Background: an optimization exercise with open tools, aiming at small area and a short achievable clock period. Do not read the settings as production practice.
Only simulation tests tie the RTL to the original design; equivalence was not proved.
Power figures rest on the tool's default switching activity, not on a simulated workload.

run 1:
Design fp_mul_top, start of the top module:
module fp_mul_top (
    input  logic        clk,
    input  logic        arst_n,
    input  logic        in_valid,
    input  logic [31:0] fp_x,
    input  logic [31:0] fp_y,
    input  logic [2:0]  r_mode,
    output logic        out_valid,
    output logic [31:0] fp_z,
    output logic        ovrf,
    output logic        udrf
);
    logic        v1, s1, st21_1, st22_1;
    logic [1:0]  rc1, sp1;
    logic [9:0]  es1;
    logic [22:0] fx1;
    logic [25:1] x3_1;
    logic [7:0]  sel1_1, sel2_1, sel3_1, sel4_1;
    logic [6:0]  neg1;
    logic        v2, s2, st21_2, st22_2;
    logic [1:0]  rc2, sp2;
    logic [9:0]  es2;
    logic [47:0] r0_2, r1_2;
    logic        v3, s3, oi3, inc3, ova3, ovb3, uda3, udb3;
    logic [1:0]  sp3;
    logic [7:0]  ea3;
    logic [22:0] fr3;
    logic        sign_in;
    logic [1:0]  rc_in, sp_a;
    logic [9:0]  es_a;
    logic [25:1] x3_a;
    logic [7:0]  sel1_a, sel2_a, sel3_a, sel4_a;
    logic [6:0]  neg_a;
    logic        st21_a, st22_a;
    logic [47:0] r0_b, r1_b;
    logic [22:0] fr_c;
    logic        inc_c, ova_c, ovb_c, uda_c, udb_c;
    logic [7:0]  ea_c;
    logic [31:0] z_d;
    logic        ovf_d, udf_d;
  ...
Size in the first run: about 290 flip-flops, roughly 110 I/O pins.
export LEC_CHECK = 0
export ABC_AREA = 1
export CAP_MARGIN = 20
export CORE_MARGIN = 2
export CORE_UTILIZATION = 40
export SLEW_MARGIN = 20
export TNS_END_PERCENT = 10
create_clock -name core_clock -period 8.5 [get_ports {clk}]
standard.sh (not shown) runs the stock make flow with config.mk's settings and CLKGATE_MAP_FILE= SYNTH_SCRIPT=/design/flow/synth_recipe.tcl, a recipe that flattens the netlist after the stock synthesis.
==> flow/flow/run.sh <==
#!/bin/bash
# The standard ORFS layout (standard.sh, with its standard synthesis) with
# these changes to how it is made:
#  - port buffers are buf_1 cells
#  - CTS runs with the arguments in flow/cts_args.txt (no dummy loads, smaller
#    clock buffers in smaller sink clusters)
#  - the platform's don't-use list is extended with the clock inverters
#    (flow/dont_use.txt), which repair otherwise sizes into weak low-power
#    variants on data paths
#  - the repair steps aim at a setup slack margin (flow/margin.txt) that stands
#    for a shorter clock period than the one signed off
# Each tool's output goes to flow_orfs.log and ORFS's own logs under orfs/logs.
set -euo pipefail
MARGIN=$(cat flow/margin.txt)
CTS_ARGS_FILE=$(cat flow/cts_args.txt)
DONT_USE=$(cat flow/dont_use.txt)
bash standard.sh \
  SETUP_SLACK_MARGIN="$MARGIN" \
  BUFFER_PORTS_ARGS="-buffer_cell sky130_fd_sc_hd__buf_1" \
  CTS_ARGS="$CTS_ARGS_FILE" \
  DONT_USE_CELLS="$DONT_USE" \
  finish > flow_orfs.log 2>&1
==> flow/flow/margin.txt <==
5
Other scripts of this flow, unchanged in this note and not shown: flow/flow/cts_args.txt, flow/flow/dont_use.txt
For run 2, these inputs were changed with respect to run 1:
- setting PLACE_DENSITY to 0.7 for the first time
- removing TNS_END_PERCENT (formerly 10)
- changing CORE_UTILIZATION from 40 to 55
## What came out
Comparing run 1 and run 2, the higher fraction of final layout cells with drive strength greater than 1 is on run 1.
Iteration-0 DRC count of the detailed router, run 2 vs run 1: up by a little under 10%
Clock skew on run 2 is ahead of run 1.
Worst setup slack after layout, run 1 and run 2: smaller value in run 1
The following lists how run 3 was set up differently from run 2:
- PLACE_DENSITY no longer set, was 0.7
- CORE_UTILIZATION now 40, was 55
==> flow/flow/margin.txt <==
5.35
[summary]
Hold slack on run 3 is up relative to run 2.
On overall power of the completed layout, the higher figure sits with run 3, not run 2.
Run 3 against run 2; total area of multi-input combinational cells is up by a little under 10%.
Run 3 — peak supply drop 0.0082 mV higher, run 2 as reference
Run 3 ends up with a layout filler cell count that is 1,638 higher than in run 2.
The final reports for run 3 and run 2 show growth of design area from synthesis to finish higher in the former.
In the tables for run 2 and run 3, final worst setup slack reads higher with run 3.
On shortest period the worst path allows, run 2 loses to run 3.
#### Input delta (run 4 over run 3)
==> flow/flow/margin.txt <==
5
When the final numbers for run 3 and run 4 were put side by side, the area used by multi-input combinational logic turned out to be smaller in run 4.
Data required time at the worst endpoint in run 4 vs run 3: down 0.17 ns
First-iteration DRC count (lower): run 4
Between run 3 and run 4, sequential cell area share is higher for run 4, run 3 comes in under that.
Run 3 → run 4: worst setup slack decreased 0.19 ns, post-place instance area moved down.

==> static timing again, ports no longer ideal <==
The results above use ideal ports. As a check the final layouts listed here were re-extracted and re-timed, cells and wires unchanged. Step 1 sets driving cells, clkbuf_16 on the clock port and buf_2 on the other inputs (assumed; they add their load-dependent delay and slew). Step 2 moves the port delays by t, midway between the first and last clock arrival at a register: inputs arrive t later, outputs are due t later. That takes back most of the time a late clock gives input paths. Three values: ideal ports, drivers, drivers and shift; two values: the first two.
run	t, ns	setup slack, ns	worst setup path after step 2
run 1	0.662	4.945 / 4.945 / 4.484	input to register
run 2	0.643	4.973 / 4.973 / 4.531	input to register
run 3	0.652	5.196 / 5.196 / 4.673	input to register
run 4	0.668	5.010 / 5.010 / 4.513	input to register
After both steps setup and hold are still met in every run listed. The setup slack of run 3, which loses most, moves by 0.000 ns with the drivers and by -0.523 ns with both steps.
